Context: an optimization exercise on an open-source flow, tuned for small area, a short achievable clock period and few clock cycles per item. The choices shown serve that exercise and are no tape-out recipe.
The RTL was checked by simulation tests, not by an equivalence proof against the original design.

==> exp/zinc <==
// nch_complex_square
module nch_complex_square
#(
    parameter int WIDTH = 16,
    parameter int NCH   = 4,
    parameter int FRAC  = 14
) (
    input  logic                 clk,
    input  logic                 rst,
    input  logic [NCH*WIDTH-1:0] inReal,
    input  logic [NCH*WIDTH-1:0] inImag,
    input  logic                 inMode,
    input  logic                 inValid,
    output logic                 inReady,
    output logic [NCH*WIDTH-1:0] outReal,
    output logic [NCH*WIDTH-1:0] outImag,
    output logic                 outValid,
    input  logic                 outReady,
    output logic [NCH-1:0]       satFlag
);
clock: 9.0 ns
lec_check: 0
cap_margin: 20
core_margin: 2
core_utilization: 40
cts_buf_list: sky130_fd_sc_hd__clkbuf_8
setup_slack_margin: 5.0
slew_margin: 20
standard.sh (not shown) runs the stock make flow with config.mk's settings and CLKGATE_MAP_FILE= SYNTH_SCRIPT=/design/flow/synth_recipe.tcl, a recipe that flattens the netlist after the stock synthesis.
==> flow/flow/run.sh <==
#!/bin/bash
# Layout flow: the standard layout, with one change to synthesis: the
# coarse-to-fine synth step runs without its quick ABC pass, so that
# extract_fa sees the design's full adders as written (the ABC pass rewrites
# their polarity and leaves inverters between adders). The final ABC mapping,
# the flip-flop mapping and every later step are the standard ones.
set -euo pipefail
work=$(pwd)
# The synthesis script: the standard flow's own, with its synth wrapper adding -noabc to
# the "fine:" run only.
sed '1s/.*/proc synth {args} { if {[lsearch -exact $args "fine:"] >= 0} { yosys synth -nofsm -noshare -noabc {*}$args } else { yosys synth -nofsm -noshare {*}$args } }/' \
  "$work/synth_recipe.tcl" > "$work/noabc_synth.tcl"
grep -q 'noabc' "$work/noabc_synth.tcl"
sed "s#/synth_recipe.tcl#/noabc_synth.tcl#" "$work/standard.sh" > "$work/noabc_standard.sh"
grep -q 'noabc_synth.tcl' "$work/noabc_standard.sh"
bash "$work/noabc_standard.sh" finish > "$work/flow_make.log" 2>&1
==> inputs of exp/amber, as changes to exp/zinc <==
--- a/flow/design.v
+++ b/flow/design.v
@@ -1,21 +1,21 @@
 package nch_csq_pkg;
     localparam logic MODE_SQUARE = 1'b0;
     localparam logic MODE_MAG2   = 1'b1;
-    localparam int   RBITS = 39;
-    localparam int   PBITS = 37;
+    localparam int   RBITS = 47;
+    localparam int   PBITS = 45;
 endpackage
 module complex_square_lane (
     input  logic [15:0] a,
     input  logic [15:0] b,
     input  logic        mode,
     output logic [nch_csq_pkg::RBITS-1:0] rBits,
     output logic [nch_csq_pkg::PBITS-1:0] pBits
 );
     logic        sub;
-    logic [14:0] rLow;
-    logic [13:0] pLow;
+    logic [10:0] rLow;
+    logic [9:0] pLow;
     logic bo0, bt0, bn0, bp0_0, bp0_1, bp0_2, bp0_3, bp0_4, bp0_5, bp0_6, bp0_7, bp0_8, bp0_9, bp0_10, bp0_11, bp0_12;
     logic bp0_13, bp0_14, bp0_15, bp0_16, bo1, bt1, bn1, bp1_0, bp1_1, bp1_2, bp1_3, bp1_4, bp1_5, bp1_6, bp1_7, bp1_8;
     logic bp1_9, bp1_10, bp1_11, bp1_12, bp1_13, bp1_14, bp1_15, bp1_16, bo2, bt2, bn2, bp2_0, bp2_1, bp2_2, bp2_3, bp2_4;
     logic bp2_5, bp2_6, bp2_7, bp2_8, bp2_9, bp2_10, bp2_11, bp2_12, bp2_13, bp2_14, bp2_15, bp2_16, bo3, bt3, bn3, bp3_0;
     logic bp3_1, bp3_2, bp3_3, bp3_4, bp3_5, bp3_6, bp3_7, bp3_8, bp3_9, bp3_10, bp3_11, bp3_12, bp3_13, bp3_14, bp3_15, bp3_16;
@@ -784,11 +784,11 @@
     assign r_124 = ((qb_211 ^ sub) & r_58) | (r_59 & ((qb_211 ^ sub) ^ r_58));
     assign r_125 = (1'b1 ^ sub) ^ r_61 ^ r_60;
     assign r_126 = ((1'b1 ^ sub) & r_61) | (r_60 & ((1'b1 ^ sub) ^ r_61));
     assign r_127 = (1'b1 ^ sub) ^ r_63 ^ r_62;
     assign r_128 = ((1'b1 ^ sub) & r_63) | (r_62 & ((1'b1 ^ sub) ^ r_63));
-    assign rLow = {1'b0, {r_88, r_86, r_84, r_82, r_80, r_78, r_76, r_74, r_72, r_70, r_68, r_67, r_66, r_65}} + {1'b0, {r_89, r_87, r_85, r_83, r_81, r_79, r_77, r_75, r_73, r_71, r_69, r_3, sub, (b[0] ^ sub)}};
+    assign rLow = {1'b0, {r_80, r_78, r_76, r_74, r_72, r_70, r_68, r_67, r_66, r_65}} + {1'b0, {r_81, r_79, r_77, r_75, r_73, r_71, r_69, r_3, sub, (b[0] ^ sub)}};
     assign p_1 = bn5 ^ bp0_10;
     assign p_2 = bn5 & bp0_10;
     assign p_3 = bp0_11 ^ bp1_9;
     assign p_4 = bp0_11 & bp1_9;
     assign p_5 = bn6 ^ bp0_12 ^ bp1_10;
@@ -1009,29 +1009,29 @@
     assign p_220 = (bp7_13 & p_167) | (p_166 & (bp7_13 ^ p_167));
     assign p_221 = ~bp6_16 ^ bp7_14 ^ p_168;
     assign p_222 = (~bp6_16 & bp7_14) | (p_168 & (~bp6_16 ^ bp7_14));
     assign p_223 = ~bp7_15;
     assign p_224 = bp7_15;
-    assign pLow = {1'b0, {p_188, p_186, p_184, p_182, p_180, p_178, p_176, p_174, p_172, p_170, p_169, bp0_1, bn0}} + {1'b0, {p_189, p_187, p_185, p_183, p_181, p_179, p_177, p_175, p_173, p_171, bp1_0, 1'b0, bp0_0}};
-    assign rBits = {rLow[14], r_127, r_126, r_125, r_124, r_123, r_122, r_121, r_120, r_119, r_118, r_117, r_116, r_115, r_114, r_113, r_112, r_111, r_110, r_109, r_108, r_107, r_106, r_105, r_104, r_103, r_102, r_101, r_100, r_99, r_98, r_97, r_96, r_95, r_94, r_93, r_92, r_91, r_90};
-    assign pBits = {pLow[13], ~bp7_16, p_224, p_223, p_222, p_221, p_220, p_219, p_218, p_217, p_216, p_215, p_214, p_213, p_212, p_211, p_210, p_209, p_208, p_207, p_206, p_205, p_204, p_203, p_202, p_201, p_200, p_199, p_198, p_197, p_196, p_195, p_194, p_193, p_192, p_191, p_190};
+    assign pLow = {1'b0, {p_180, p_178, p_176, p_174, p_172, p_170, p_169, bp0_1, bn0}} + {1'b0, {p_181, p_179, p_177, p_175, p_173, p_171, bp1_0, 1'b0, bp0_0}};
+    assign rBits = {rLow[10], r_127, r_126, r_125, r_124, r_123, r_122, r_121, r_120, r_119, r_118, r_117, r_116, r_115, r_114, r_113, r_112, r_111, r_110, r_109, r_108, r_107, r_106, r_105, r_104, r_103, r_102, r_101, r_100, r_99, r_98, r_97, r_96, r_95, r_94, r_93, r_92, r_91, r_90, r_89, r_88, r_87, r_86, r_85, r_84, r_83, r_82};
+    assign pBits = {pLow[9], ~bp7_16, p_224, p_223, p_222, p_221, p_220, p_219, p_218, p_217, p_216, p_215, p_214, p_213, p_212, p_211, p_210, p_209, p_208, p_207, p_206, p_205, p_204, p_203, p_202, p_201, p_200, p_199, p_198, p_197, p_196, p_195, p_194, p_193, p_192, p_191, p_190, p_189, p_188, p_187, p_186, p_185, p_184, p_183, p_182};
 endmodule
 module csq_final_r (
-    input  logic [38:0] bits,
+    input  logic [46:0] bits,
     output logic [18:0] top
 );
-    logic [18:0] sum;
-    assign sum = {bits[36], bits[34], bits[32], bits[30], bits[28], bits[26], bits[24], bits[22], bits[20], bits[18], bits[16], bits[14], bits[12], bits[10], bits[8], bits[6], bits[4], bits[2], bits[0]} + {bits[37], bits[35], bits[33], bits[31], bits[29], bits[27], bits[25], bits[23], bits[21], bits[19], bits[17], bits[15], bits[13], bits[11], bits[9], bits[7], bits[5], bits[3], bits[1]} + 19'(bits[38]);
-    assign top = sum[18:0];
+    logic [22:0] sum;
+    assign sum = {bits[44], bits[42], bits[40], bits[38], bits[36], bits[34], bits[32], bits[30], bits[28], bits[26], bits[24], bits[22], bits[20], bits[18], bits[16], bits[14], bits[12], bits[10], bits[8], bits[6], bits[4], bits[2], bits[0]} + {bits[45], bits[43], bits[41], bits[39], bits[37], bits[35], bits[33], bits[31], bits[29], bits[27], bits[25], bits[23], bits[21], bits[19], bits[17], bits[15], bits[13], bits[11], bits[9], bits[7], bits[5], bits[3], bits[1]} + 23'(bits[46]);
+    assign top = sum[22:4];
 endmodule
 module csq_final_p (
-    input  logic [36:0] bits,
+    input  logic [44:0] bits,
     output logic [18:0] top
 );
-    logic [18:0] sum;
-    assign sum = {1'b1, bits[34], bits[32], bits[30], bits[28], bits[26], bits[24], bits[22], bits[20], bits[18], bits[16], bits[14], bits[12], bits[10], bits[8], bits[6], bits[4], bits[2], bits[0]} + {1'b0, bits[35], bits[33], bits[31], bits[29], bits[27], bits[25], bits[23], bits[21], bits[19], bits[17], bits[15], bits[13], bits[11], bits[9], bits[7], bits[5], bits[3], bits[1]} + 19'(bits[36]);
-    assign top = sum[18:0];
+    logic [22:0] sum;
+    assign sum = {1'b1, bits[42], bits[40], bits[38], bits[36], bits[34], bits[32], bits[30], bits[28], bits[26], bits[24], bits[22], bits[20], bits[18], bits[16], bits[14], bits[12], bits[10], bits[8], bits[6], bits[4], bits[2], bits[0]} + {1'b0, bits[43], bits[41], bits[39], bits[37], bits[35], bits[33], bits[31], bits[29], bits[27], bits[25], bits[23], bits[21], bits[19], bits[17], bits[15], bits[13], bits[11], bits[9], bits[7], bits[5], bits[3], bits[1]} + 23'(bits[44]);
+    assign top = sum[22:4];
 endmodule
 module nch_complex_square
 #(
     parameter int WIDTH = 16,
     parameter int NCH   = 4,
==> flow/flow/run.sh (replaced) <==
#!/bin/bash
# Layout flow: the standard layout, with two changes:
# - synthesis: the coarse-to-fine synth step runs without its quick ABC pass,
#   so that extract_fa sees the design's full adders as written (the ABC pass
#   rewrites their polarity and leaves inverters between adders). The final
#   ABC mapping, the flip-flop mapping and the rest are the standard ones.
# - placement: every input and output port still gets its buffer, but a plain
#   buf_1 (resized later where timing needs it) instead of the delay cell
#   clkdlybuf4s50_1 that buffer_ports picks by default.
set -euo pipefail
work=$(pwd)
# The synthesis script: the standard flow's own, with its synth wrapper adding -noabc to
# the "fine:" run only.
sed '1s/.*/proc synth {args} { if {[lsearch -exact $args "fine:"] >= 0} { yosys synth -nofsm -noshare -noabc {*}$args } else { yosys synth -nofsm -noshare {*}$args } }/' \
  "$work/synth_recipe.tcl" > "$work/noabc_synth.tcl"
grep -q 'noabc' "$work/noabc_synth.tcl"
sed "s#/synth_recipe.tcl#/noabc_synth.tcl#" "$work/standard.sh" > "$work/noabc_standard.sh"
grep -q 'noabc_synth.tcl' "$work/noabc_standard.sh"
bash "$work/noabc_standard.sh" "BUFFER_PORTS_ARGS=-buffer_cell sky130_fd_sc_hd__buf_1" finish > "$work/flow_make.log" 2>&1
- CTS_BUF_LIST: sky130_fd_sc_hd__clkbuf_8 -> unset
- TNS_END_PERCENT: unset -> 0
==> inputs of exp/willow, as changes to exp/zinc <==
- CTS_BUF_LIST: sky130_fd_sc_hd__clkbuf_8 -> unset
==> comparison table <==
                                                                                      exp/willow                   exp/amber                   exp/zinc
CP endpoint                                                                              s2R[77]                     inReady                    s2R[77]
Run status                                                               complete, no violations     complete, no violations    complete, no violations
Highest clock frequency the design can meet                                              235 MHz                     237 MHz                    236 MHz
Cells resized by post-CTS repair                                                             577                         127                        534
Buffer share of cell area                                                                  0.121                      0.0468                      0.126
CP dominant cell by count                                                  sky130_fd_sc_hd__fa_1                           -      sky130_fd_sc_hd__fa_1
Clk Tree Root Cell                                                    sky130_fd_sc_hd__clkbuf_16  sky130_fd_sc_hd__clkbuf_16  sky130_fd_sc_hd__clkbuf_8
Share of final layout cell area taken by clock buffers and inverters                      0.0267                      0.0352                     0.0227
Reg-to-reg critical path startpoint                                                   s1Real[17]                  s1Real[57]                 s1Real[24]
Depth of the worst register-to-register path                                                  12                           9                         11
Number of well taps                                                                        2,495                       2,511                      2,495
Count of placed standard cells in the final layout, fillers left out                       9,720                       9,377                      9,818
Number of enable-type register cells in the synthesized netlist                              566                         630                        566
Latest clock arrival within the worst-skew pair                                          0.72 ns                     0.75 ns                    0.90 ns
Number of flip-flops in the largest register                                                 156                         188                        156
DRT Wirelength                                                                            213 mm                      196 mm                     214 mm
FF+latch area                                                                       17,100 sq um                19,000 sq um               17,100 sq um
Complex-gate fraction of the synthesized area                                              0.102                      0.0954                      0.102
Global-route wire length before repair                                                    327 mm                      310 mm                     328 mm
Clk sinks                                                                                    569                         633                        569
Worst-path clk slew                                                                      0.06 ns                     0.05 ns                    0.06 ns
Testbench counts of exp/zinc, summed over its fixed seeds: cycles 12,024, items 12,000.
Testbench counts of exp/amber, summed over its fixed seeds: cycles 12,024, items 12,000.
Testbench counts of exp/willow, summed over its fixed seeds: cycles 12,024, items 12,000.

## afterwards: timing with drivers on the ports
How much do the figures lean on ideal ports? The routed layouts below were timed once more, with nothing changed but the port constraints. Step 1 sets driving cells, clkbuf_16 on the clock port and buf_2 on the other inputs (assumed; they add their load-dependent delay and slew). Step 2 moves the port delays by t, midway between the first and last clock arrival at a register: inputs arrive t later, outputs are due t later. That takes back most of the time a late clock gives input paths. a / b / c = ideal ports / drivers / drivers and shift; a / b = the first two.
run	t (ns)	slack for setup (ns)	worst data-port slew with drivers (ns)
exp/zinc	0.940	4.763 / 4.763 / 4.357	0.10
exp/amber	0.811	4.781 / 4.743 / 4.536	0.11
exp/willow	0.784	4.746 / 4.746 / 4.475	0.08
After both steps every run listed still meets setup and hold. For exp/zinc, which loses most, drivers alone change the setup slack by 0.000 ns; drivers and shift together by -0.406 ns.
